From an optimization exercise on the open Yosys and OpenROAD flow, aimed at small area, a short achievable clock period and few clock cycles per item; shortcuts taken in it are not production practice.
At most, simulation tests tie the RTL to the original design; equivalence was not proved.

== run 1 ==
==> flow/design.v (excerpt) <==
module ex_top
#(
  parameter int unsigned K = 12
) (
  input  logic               clk,
  input  logic               rst_n,
  input  logic               issue_valid_i,
  output logic               issue_ready_o,
  input  ex_pkg::op_field_e          issue_op_i,
  input  logic [ex_pkg::RADDR_W-1:0] issue_rd_i,
  input  logic [ex_pkg::XLEN-1:0]    issue_a_i,
  input  logic [ex_pkg::XLEN-1:0]    issue_b_i,
  output logic               wb_valid_o,
  input  logic               wb_ready_i,
  output logic [ex_pkg::RADDR_W-1:0] wb_rd_o,
  output logic               wb_we_o,
  output logic [ex_pkg::XLEN-1:0]    wb_data_o,
  output logic               wb_illegal_o,
  output logic               ovf_o,
  output logic               mul_busy_o
);
Size: ~2400 cells after synthesis, roughly 120 I/O pins.
export LEC_CHECK = 0
export CAP_MARGIN = 20
export CORE_MARGIN = 2
export CORE_UTILIZATION = 40
export CTS_BUF_LIST = sky130_fd_sc_hd__clkbuf_8
export CTS_CLUSTER_DIAMETER = 80
export CTS_CLUSTER_SIZE = 15
export SLEW_MARGIN = 20
create_clock -name core_clock -period 13.0 [get_ports {clk}]
standard.sh (not shown) runs the stock make flow with config.mk's settings and CLKGATE_MAP_FILE= SYNTH_SCRIPT=/design/flow/synth_recipe.tcl, a recipe that flattens the netlist after the stock synthesis.
==> flow/flow/run.sh <==
#!/bin/bash
# The standard layout (standard.sh, unchanged synthesis), with timing
# repair aimed below the clock period and plain buffers on the ports.
set -e
export SETUP_SLACK_MARGIN=8.4
export BUFFER_PORTS_ARGS="-buffer_cell sky130_fd_sc_hd__buf_2"
bash standard.sh > standard.log 2>&1
Run 1: flow completed, timing, DRC and antenna clean
Testbench counts of run 1, summed over its fixed seeds: cycles 27,123, items 16,000.
Here is what was changed in the inputs of run 2 compared with run 1.
Settings: CTS_CLUSTER_DIAMETER: 80 -> 100; CTS_CLUSTER_SIZE: 15 -> 20; CTS_BUF_LIST: sky130_fd_sc_hd__clkbuf_8 -> sky130_fd_sc_hd__clkbuf_16.
-- flow/flow/run.sh --
<<< run 1, line 4
set -e
export SETUP_SLACK_MARGIN=8.4
export BUFFER_PORTS_ARGS="-buffer_cell sky130_fd_sc_hd__buf_2"
>>> run 2, line 4
set -e
export SETUP_SLACK_MARGIN=8
export BUFFER_PORTS_ARGS="-buffer_cell sky130_fd_sc_hd__buf_2"
[summary]
On final routed wire length divided by cell count, run 1 tracks run 2 almost exactly.
Run 2 — arrival time of the worst setup path 0.05 ns higher, run 1 as reference
Run 1 → run 2: post-route minimum period climbed 0.14 ns; die area barely changed; count of clock-buffer cells in the layout dropped 4.
The sequential share of cell area in run 2 sits 0.79 points above the value recorded for run 1.
The inputs of run 3 differ from those of run 2 as listed below.
Settings: changing CTS_BUF_LIST from sky130_fd_sc_hd__clkbuf_16 to sky130_fd_sc_hd__clkbuf_8; changing CTS_CLUSTER_DIAMETER from 100 to 80; changing CTS_CLUSTER_SIZE from 20 to 15.
## What came out
- First-pass detailed-route iteration total down 1 in run 3 wrt run 2
- When the final numbers for run 2 and run 3 were put side by side, the normalized max-slew margin turned out to be smaller in run 3.
- Area taken by flip-flops and latches came out exactly the same in run 2 and run 3.

========
Another version of the RTL of ex_top (not shown whole).
Size in the first run: ~260 flip-flops, ~120 I/O pins, ~0.025 mm² of cells after synthesis.
clock: 13.0 ns
lec_check: 0
cap_margin: 20
core_margin: 2
core_utilization: 40
cts_buf_list: sky130_fd_sc_hd__clkbuf_8
slew_margin: 20
==> flow/flow/run.sh <==
#!/bin/bash
# The standard layout (standard.sh, unchanged synthesis), with timing
# repair aimed below the clock period and plain buffers on the ports.
set -e
export SETUP_SLACK_MARGIN=8
export BUFFER_PORTS_ARGS="-buffer_cell sky130_fd_sc_hd__buf_2"
bash standard.sh > standard.log 2>&1
Testbench counts at the start, summed over its fixed seeds: cycles 27,123, items 16,000.
Edit:
Settings changed: CORE_UTILIZATION 40 to 55, PLACE_DENSITY from default to 0.8.
Core utilization rises by 16 points.
Setup slack got worse by 53 ps.
Global-route usage rises by 7.9 points.
Wire length falls by a few percent.
Sequential share of layout area rises by 0.21 points.
Edit:
--- a/flow/flow/run.sh
+++ b/flow/flow/run.sh
@@ -4,4 +4,4 @@
 set -e
 export SETUP_SLACK_MARGIN=8
-export BUFFER_PORTS_ARGS="-buffer_cell sky130_fd_sc_hd__buf_2"
+export BUFFER_PORTS_ARGS="-buffer_cell sky130_fd_sc_hd__buf_1"
 bash standard.sh > standard.log 2>&1
Settings changed: CAP_MARGIN 20 to 0, CORE_UTILIZATION 55 to 40, PLACE_DENSITY 0.8 to default, SLEW_MARGIN 20 to 0.
Effect: Flip-flop and latch count stays the same; fmax went down by 0.86%; cell area is about the same; core utilization shrinks by 17 points; synthesized cell count does not change.
Edit:
==> flow/flow/run.sh (replaced) <==
#!/bin/bash
# The standard layout (standard.sh, unchanged synthesis), with timing
# repair aimed below the clock period and plain buffers on the ports.
set -e
export SETUP_SLACK_MARGIN=9
export BUFFER_PORTS_ARGS="-buffer_cell sky130_fd_sc_hd__buf_2"
bash standard.sh > standard.log 2>&1
Settings changed: CAP_MARGIN 0 to 20, SLEW_MARGIN 0 to 20.
After rerunning:
- via count came out higher by about 3.5%
- setup slack gains 110 ps
- synthesized cell count stays the same
- global-route usage increases by 0.94 points
- clock-buffer cell count goes up by 3
- cell area went up by about 8%
- area after synthesis stays the same
- clock skew came out higher by 9.5 ps
- register-to-register slack improves by 110 ps
Edit:
==> flow/flow/run.sh (replaced) <==
#!/bin/bash
# Standard layout, with timing repair aimed below the clock period
set -e
export SETUP_SLACK_MARGIN=8
bash standard.sh > standard.log 2>&1
Settings changed: CTS_BUF_LIST sky130_fd_sc_hd__clkbuf_8 to default.
- The changed run went through all stages and came out clean
- setup slack degrades by 61 ps
- non-clock buffer count is lower by 111
- via count fell by 4.5%

========
Another version of the RTL of ex_top (not shown whole).
Size: ~2500 cells after synthesis, ~220 flip-flops, roughly 24000 µm² of cells after synthesis.
==> flow/config.mk <==
export PLATFORM = sky130hd
export DESIGN_NAME = ex_top
export DESIGN_NICKNAME = ex_top
export VERILOG_FILES = /design/flow/design.v
export SDC_FILE = /design/flow/constraint.sdc
export NUM_CORES = 4
export LEC_CHECK = 0
export CAP_MARGIN = 20
export CORE_MARGIN = 2
export CORE_UTILIZATION = 40
export SLEW_MARGIN = 20
==> flow/constraint.sdc <==
create_clock -name core_clock -period 13.0 [get_ports {clk}]
set_input_delay 2.6000 -clock core_clock [delete_from_list [all_inputs] [get_ports {clk}]]
set_output_delay 2.6000 -clock core_clock [all_outputs]
set_load 0.01 [all_outputs]
==> flow/flow/run.sh <==
#!/bin/bash
# Standard layout, with timing repair aimed below the clock period
set -e
export SETUP_SLACK_MARGIN=8
bash standard.sh > standard.log 2>&1
The first run finished with timing, DRC and antenna clean.
Edit:
==> flow/run.sh (new file) <==
#!/bin/bash
# synth_recipe.tcl (not shown) runs the flow's synth.tcl, then flattens the netlist and writes it again
# the make line also repeats each setting of config.mk as NAME=value (left out here)
make -C /OpenROAD-flow-scripts/flow DESIGN_CONFIG=/design/flow/config.mk WORK_HOME=/design/flow/orfs CLKGATE_MAP_FILE= SYNTH_SCRIPT=/design/flow/synth_recipe.tcl finish
removed: flow/flow/run.sh
removed: flow/standard.sh
Outcome: Setup slack got worse by 710 ps; cell area is lower by 0.83%; die area is unchanged; first-iteration DRC count shrinks by 1.3%; sequential share of layout area rises by 0.19 points; count of clock-buffer cells in the layout went up by 5; flip-flop and latch count does not change; utilization goes down by 0.38 points; global-route usage barely changes; synthesized cell count stays the same.
No run of this note included a check of the RTL's function; only the layout flow was run.

========
ex_top, a different RTL version from the one above (not shown whole).
For scale: about 2400 cells after synthesis, ~230 flip-flops, roughly 120 I/O pins, about 24000 µm² of cells after synthesis.
export LEC_CHECK = 0
export CAP_MARGIN = 20
export CORE_MARGIN = 2
export CORE_UTILIZATION = 40
export CTS_BUF_LIST = sky130_fd_sc_hd__clkbuf_8
export CTS_CLUSTER_DIAMETER = 80
export CTS_CLUSTER_SIZE = 15
export SLEW_MARGIN = 20
create_clock -name core_clock -period 13.0 [get_ports {clk}]
==> flow/flow/run.sh <==
#!/bin/bash
# The standard layout (standard.sh, unchanged synthesis), with timing
# repair aimed below the clock period and plain buffers on the ports.
set -e
export SETUP_SLACK_MARGIN=8.2
export BUFFER_PORTS_ARGS="-buffer_cell sky130_fd_sc_hd__buf_2"
bash standard.sh > standard.log 2>&1
Testbench counts at the start, summed over its fixed seeds: cycles 27,123, items 16,000.
Then changed:
--- a/flow/flow/run.sh
+++ b/flow/flow/run.sh
@@ -5 +5 @@
-export SETUP_SLACK_MARGIN=8.2
+export SETUP_SLACK_MARGIN=8
Result: Count of clock-buffer cells in the layout stays the same. Die area does not change. Setup slack gets worse by 0.060 ns. Wire length decreases by 0.82%. Design area decreases by 2.6%. Hold slack gets worse by 0.0034 ns. Sequential share of layout area increases by 0.64 points. Via count decreases by 1.2%. Register-to-register slack gets worse by 0.06 ns.

==> static timing again, ports no longer ideal <==
No port has a modelled driver above. Below, the same layouts with a new extraction and two added sets of constraints. Step 1: set_driving_cell puts a clkbuf_16 on clk and a buf_2 on each other input, an assumption about the parent block. Step 2 moves the port delays by t, midway between the first and last clock arrival at a register: inputs arrive t later, outputs are due t later. That takes back most of the time a late clock gives input paths. Slacks: ideal ports / drivers / drivers and shift; pairs: ideal ports / drivers.
| run | t, ns | setup slack, ns | worst setup path after step 2 | clock arrival spread, ns |
|---|---|---|---|---|
| run 1 | 0.694 | 8.215 / 8.215 / 8.215 | register to register | 0.054 / 0.055 |
| run 2 | 0.589 | 8.077 / 8.077 / 8.077 | register to register | 0.035 / 0.035 |
| run 3 | 0.688 | 8.123 / 8.123 / 8.123 | register to register | 0.048 / 0.047 |
| the first run of note 2 | 0.706 | 8.096 / 8.096 / 8.096 | register to register | 0.037 / 0.037 |
| the second run of note 2 | 0.700 | 8.043 / 8.043 / 8.043 | register to register | 0.027 / 0.027 |
| the third run of note 2 | 0.720 | 8.000 / 8.000 / 8.000 | register to register | 0.046 / 0.045 |
| the fourth run of note 2 | 0.734 | 8.108 / 8.108 / 8.108 | register to register | 0.056 / 0.056 |
| the fifth run of note 2 | 0.614 | 8.048 / 8.048 / 8.048 | register to register | 0.018 / 0.018 |
| the first run of note 3 | 0.628 | 7.971 / 7.971 / 7.533 | input to register | 0.028 / 0.028 |
| the second run of note 3 | 0.669 | 7.259 / 7.259 / 6.944 | input to register | 0.015 / 0.015 |
| the first run of note 4 | 0.699 | 8.165 / 8.165 / 8.165 | register to register | 0.044 / 0.044 |
| the second run of note 4 | 0.707 | 8.105 / 8.105 / 8.105 | register to register | 0.055 / 0.056 |
After both steps setup and hold are still met in every run listed. For the first run of note 3, which loses most, drivers alone change the setup slack by 0.000 ns; drivers and shift together by -0.438 ns.
